This is an optimization exercise on Yosys and OpenROAD, whose aim is small area, a short achievable clock period and few clock cycles per item, not a production implementation. Where RTL was checked, it was by simulation tests only, not by an equivalence proof against the original. Power and IR drop assume default switching activity.

## main
// muldiv_top
module muldiv_top
(
	input logic clk,
	input logic rst,
	input logic cmd_valid,
	input logic [2:0] cmd_op,
	input logic [31:0] cmd_a,
	input logic [31:0] cmd_b,
	output logic cmd_ready,
	output logic rsp_valid,
	output logic [31:0] rsp_data
);
Size: ~3000 cells after synthesis, about 180 flip-flops, ~24000 sq um of cells after synthesis.
==> module muldiv_unit, before the edit <==
module muldiv_unit
(
	input logic clk,
	input logic rst,
	input logic cmd_valid,
	input muldiv_pkg::alu_cmd_t cmd,
	output logic cmd_ready,
	output logic rsp_valid,
	output logic [muldiv_pkg::xlen-1:0] rsp_data
);
	localparam int n_chunks = (xlen + mul_chunk - 1) / mul_chunk;
	logic s_full;
	logic [xlen-1:0] s_a;
	logic [xlen-1:0] s_b;
	logic s_mul;
	logic s_div;
	logic s_rem;
	logic s_na;
	logic s_negq;
	logic s_cmp;
	logic [2:0] op;
	logic [xlen-1:0] a;
	logic [xlen-1:0] b;
	logic is_mul;
	logic is_div;
	logic is_signed;
	logic na;
	logic nb;
	logic swap;
	logic flip;
	assign op = cmd.op;
	assign a = cmd.a;
	assign b = cmd.b;
	always_comb
	begin
		is_mul = (op == op_mul);
		is_div = (op == op_div) || (op == op_divu) || (op == op_rem) || (op == op_remu);
		is_signed = (op == op_div) || (op == op_rem);
		na = is_signed && a[xlen-1];
		nb = is_signed && b[xlen-1];
		swap = 1'b0;
		for (int j = 1; j < n_chunks; j++)
			if (((a >> (j * mul_chunk)) == '0) && ((b >> (j * mul_chunk)) != '0))
				swap = 1'b1;
		swap = swap && is_mul;
		flip = (op == op_slt);
	end
	logic busy;
	logic last;
	logic x_take;
	assign x_take = !busy || last;
	assign cmd_ready = !s_full || x_take;
	always_ff @(posedge clk)
	begin
		if (rst)
			s_full <= 1'b0;
		else if (cmd_ready)
			s_full <= cmd_valid;
	end
	always_ff @(posedge clk)
	begin
		if (cmd_ready)
		begin
			s_a <= swap ? b : (na ? -a : {a[xlen-1] ^ flip, a[xlen-2:0]});
			s_b <= swap ? a : (nb ? -b : {b[xlen-1] ^ flip, b[xlen-2:0]});
			s_mul <= is_mul;
			s_div <= is_div;
			s_rem <= (op == op_rem) || (op == op_remu);
			s_na <= na;
			s_negq <= (na ^ nb) && (b != '0);
			s_cmp <= (op == op_slt) || (op == op_sltu);
		end
	end
	logic [5:0] la;
	logic [5:0] lb;
	logic [6:0] ldiff;
	logic b_zero;
	logic no_steps;
	logic [cnt_w-1:0] ncyc_m1;
	always_comb
	begin
		la = '0;
		lb = '0;
		for (int i = 0; i < xlen; i++)
		begin
			if (s_a[i]) la = 6'(i + 1);
			if (s_b[i]) lb = 6'(i + 1);
		end
		ldiff = {1'b0, la} - {1'b0, lb};
		b_zero = (s_b == '0);
		no_steps = b_zero || ldiff[6];
		ncyc_m1 = no_steps ? '0 : cnt_w'(ldiff[5:0] / 6'(div_steps));
	end
	logic [xlen-1:0] imm_res;
	logic s_negrem;
	always_comb
	begin
		if (s_div)
			imm_res = s_rem ? s_a : (b_zero ? '1 : '0);
		else
			imm_res = '0;
		s_negrem = s_div && no_steps && s_rem && s_na;
	end
	localparam logic [1:0] md_mul = 2'd0;
	localparam logic [1:0] md_div = 2'd1;
	localparam logic [1:0] md_cmp = 2'd2;
	logic [1:0] mode;
	logic [xlen-1:0] r;
	logic [dw-1:0] d;
	logic [xlen-1:0] q;
	logic first;
	logic inc;
	logic [cnt_w-1:0] cnt;
	logic sel_rem;
	logic neg;
	assign rsp_data = q;
	logic last_q;
	assign last = last_q;
	logic [xlen-1:0] q_in;
	assign q_in = first ? {{(xlen - 1){1'b0}}, inc} : q;
	logic [xlen-1:0] m_sum;
	mul_unit u_mul (.acc(q_in), .x(d[xlen-1:0]), .y(r[mul_chunk-1:0]), .sum(m_sum));
	logic [xlen-1:0] dv_r;
	logic [dw-1:0] dv_d;
	logic [xlen-1:0] dv_q;
	div_unit u_div
	(
		.r_in(r), .d_in(d), .q_in(q_in),
		.r_out(dv_r), .d_out(dv_d), .q_out(dv_q)
	);
	logic [xlen-1:0] dv_res;
	assign dv_res = sel_rem ? dv_r : dv_q;
	always_ff @(posedge clk)
	begin
		if (rst)
		begin
			busy <= 1'b0;
			rsp_valid <= 1'b0;
		end
		else
		begin
			rsp_valid <= busy && last;
			if (s_full && x_take)
				busy <= 1'b1;
			else if (last)
				busy <= 1'b0;
		end
	end
	always_ff @(posedge clk)
	begin
		case (mode)
			md_mul: q <= m_sum;
			md_div:
				if (cnt != cnt_w'(1))
					q <= dv_q;
				else if (neg)
					q <= xlen'(1);
				else
					q <= dv_res;
			default: q <= {{(xlen - 1){1'b0}}, !dv_q[div_steps-1]};
		endcase
	end
	always_ff @(posedge clk)
	begin
		first <= x_take;
		if (!x_take)
		begin
			if ((mode == md_div) && (cnt == cnt_w'(1)))
			begin
				mode <= md_mul;
				d <= dw'(~dv_res);
				r <= xlen'(1);
				last_q <= 1'b1;
			end
			else if (mode == md_div)
			begin
				d <= dv_d;
				r <= dv_r;
				last_q <= (cnt == cnt_w'(2)) && !neg;
			end
			else
			begin
				d <= d << mul_chunk;
				r <= r >> mul_chunk;
				last_q <= (r >> (2 * mul_chunk)) == '0;
			end
			cnt <= cnt - cnt_w'(1);
		end
		else
		begin
			sel_rem <= s_rem;
			neg <= s_rem ? s_na : s_negq;
			cnt <= ncyc_m1 + cnt_w'(1);
			inc <= s_negrem;
			if (s_div && !no_steps)
			begin
				mode <= md_div;
				last_q <= (ncyc_m1 == '0) && !(s_rem ? s_na : s_negq);
				r <= s_a;
				d <= (dw'(s_b) << (div_steps - 1)) << (ncyc_m1 * div_steps);
			end
			else if (s_cmp)
			begin
				mode <= md_cmp;
				last_q <= 1'b1;
				r <= s_a;
				d <= dw'(s_b);
			end
			else
			begin
				mode <= md_mul;
				last_q <= !s_mul || ((s_b >> mul_chunk) == '0);
				d <= dw'(s_mul ? s_a : (s_negrem ? ~s_a : imm_res));
				r <= s_mul ? s_b : xlen'(1);
			end
		end
	end
endmodule
==> flow/config.mk <==
export PLATFORM = sky130hd
export DESIGN_NAME = muldiv_top
export DESIGN_NICKNAME = muldiv_top
export VERILOG_FILES = /design/flow/design.v
export SDC_FILE = /design/flow/constraint.sdc
export NUM_CORES = 4
export LEC_CHECK = 0
export CAP_MARGIN = 20
export CORE_MARGIN = 2
export CORE_UTILIZATION = 40
export SETUP_SLACK_MARGIN = 2.5
export SLEW_MARGIN = 20
==> flow/constraint.sdc <==
create_clock -name core_clock -period 8.0 [get_ports {clk}]
set_input_delay 1.6000 -clock core_clock [delete_from_list [all_inputs] [get_ports {clk}]]
set_output_delay 1.6000 -clock core_clock [all_outputs]
set_load 0.01 [all_outputs]
run.sh (not shown) runs the stock make flow with config.mk's settings and CLKGATE_MAP_FILE= SYNTH_SCRIPT=/design/flow/synth_recipe.tcl, a recipe that flattens the netlist after the stock synthesis.
Testbench counts of main, summed over its fixed seeds: cycles 5,985, items 2,400.
## Diff of input files: the feature branch against main
diff --git a/flow/design.v b/flow/design.v
--- a/flow/design.v
+++ b/flow/design.v
@@ -233,16 +233,19 @@
 	logic [dw-1:0] d;
 	logic [xlen-1:0] q;
-	logic first;
-	logic inc;
 	logic [cnt_w-1:0] cnt;
 	logic sel_rem;
 	logic neg;
-	assign rsp_data = q;
+	logic [xlen-1:0] res_q;
+	assign rsp_data = res_q;
 	logic last_q;
 	assign last = last_q;
-	logic [xlen-1:0] q_in;
-	assign q_in = first ? {{(xlen - 1){1'b0}}, inc} : q;
+	logic [xlen-1:0] m_acc;
+	logic [xlen-1:0] m_x;
+	logic [mul_chunk-1:0] m_y;
 	logic [xlen-1:0] m_sum;
-	mul_unit u_mul (.acc(q_in), .x(d[xlen-1:0]), .y(r[mul_chunk-1:0]), .sum(m_sum));
+	assign m_acc = q;
+	assign m_x = d[xlen-1:0];
+	assign m_y = r[mul_chunk-1:0];
+	mul_unit u_mul (.acc(m_acc), .x(m_x), .y(m_y), .sum(m_sum));
 	logic [xlen-1:0] dv_r;
 	logic [dw-1:0] dv_d;
@@ -250,5 +253,5 @@
 	div_unit u_div
 	(
-		.r_in(r), .d_in(d), .q_in(q_in),
+		.r_in(r), .d_in(d), .q_in(q),
 		.r_out(dv_r), .d_out(dv_d), .q_out(dv_q)
 	);
@@ -274,18 +277,11 @@
 	begin
 		case (mode)
-			md_mul: q <= m_sum;
-			md_div:
-				if (cnt != cnt_w'(1))
-					q <= dv_q;
-				else if (neg)
-					q <= xlen'(1);
-				else
-					q <= dv_res;
-			default: q <= {{(xlen - 1){1'b0}}, !dv_q[div_steps-1]};
+			md_mul: res_q <= m_sum;
+			md_div: res_q <= dv_res;
+			default: res_q <= {{(xlen - 1){1'b0}}, !dv_q[div_steps-1]};
 		endcase
 	end
 	always_ff @(posedge clk)
 	begin
-		first <= x_take;
 		if (!x_take)
 		begin
@@ -293,4 +289,5 @@
 			begin
 				mode <= md_mul;
+				q <= xlen'(1);
 				d <= dw'(~dv_res);
 				r <= xlen'(1);
@@ -299,4 +296,5 @@
 			else if (mode == md_div)
 			begin
+				q <= dv_q;
 				d <= dv_d;
 				r <= dv_r;
@@ -305,4 +303,5 @@
 			else
 			begin
+				q <= m_sum;
 				d <= d << mul_chunk;
 				r <= r >> mul_chunk;
@@ -316,5 +315,4 @@
 			neg <= s_rem ? s_na : s_negq;
 			cnt <= ncyc_m1 + cnt_w'(1);
-			inc <= s_negrem;
 			if (s_div && !no_steps)
 			begin
@@ -323,4 +321,5 @@
 				r <= s_a;
 				d <= (dw'(s_b) << (div_steps - 1)) << (ncyc_m1 * div_steps);
+				q <= '0;
 			end
 			else if (s_cmp)
@@ -330,4 +329,5 @@
 				r <= s_a;
 				d <= dw'(s_b);
+				q <= '0;
 			end
 			else
@@ -335,6 +335,7 @@
 				mode <= md_mul;
 				last_q <= !s_mul || ((s_b >> mul_chunk) == '0);
-				d <= dw'(s_mul ? s_a : (s_negrem ? ~s_a : imm_res));
-				r <= s_mul ? s_b : xlen'(1);
+				q <= s_negrem ? xlen'(1) : (s_mul ? '0 : imm_res);
+				d <= dw'(s_negrem ? ~s_a : s_a);
+				r <= s_negrem ? xlen'(1) : (s_mul ? s_b : '0);
 			end
 		end
==> comparison <==
- The feature branch finished every step from synthesis to the final layout, and the layout passed the timing, DRC and antenna checks.
- What the feature branch reported for critical path depth has to be multiplied by 0.889 to get the figure for main.
- main vs the feature branch, end of the critical path: u_unit.d[29] vs u_unit.d[3]
- The feature branch vs main, highest routed metal layer: met4 vs met5
- The feature branch falls short of main in die footprint.
- Compared to main, the feature branch has count of filler cells inserted in the layout 2.4% higher.
- Between main and the feature branch, register cell area after layout increased.
- Of main and the feature branch, the higher total met2 wirelength after detailed routing belongs to the feature branch.
- Compared with main, the feature branch shows cell area power density that has gone up by a few percent.
- The feature branch: maximum buffer depth of the clock tree higher than main
- The feature branch vs main: sequential power share up in the feature branch
- Where worst hold slack is concerned, main is better than the feature branch.
- Delta (the feature branch minus main): fraction of standard cell area in multi-input logic lost 2.3 points; worst endpoint required time went up; post-route minimum period now sits lower; end-of-flow core utilization increased 2.3 points.
- Area overhead of the layout relative to synthesis ends up lower on main.
No functional check of the RTL was part of the feature branch.

-- static timing again, ports no longer ideal --
Ports are ideal in the flow. The routed layouts listed here were re-timed in OpenROAD. Step 1 (the two cells are an assumption about what drives the block):
set clk [get_ports {clk}]
set_driving_cell -lib_cell sky130_fd_sc_hd__clkbuf_16 $clk
set_driving_cell -lib_cell sky130_fd_sc_hd__buf_2 [delete_from_list [all_inputs] $clk]
Step 2 times the ports against the registers' clock, not the clock port: input delays grow and output delays shrink by t, the midpoint of the rising clock arrivals with the driver on. Slacks: ideal ports / drivers / drivers and shift; pairs: ideal ports / drivers.
run | shift t [ns] | slack for setup (ns) | clock arrival spread, ns
main | 0.526 | 2.385 / 2.385 / 2.385 | 0.016 / 0.017
the feature branch | 0.643 | 2.430 / 2.430 / 2.430 | 0.030 / 0.031
After both steps every run listed still meets setup and hold.
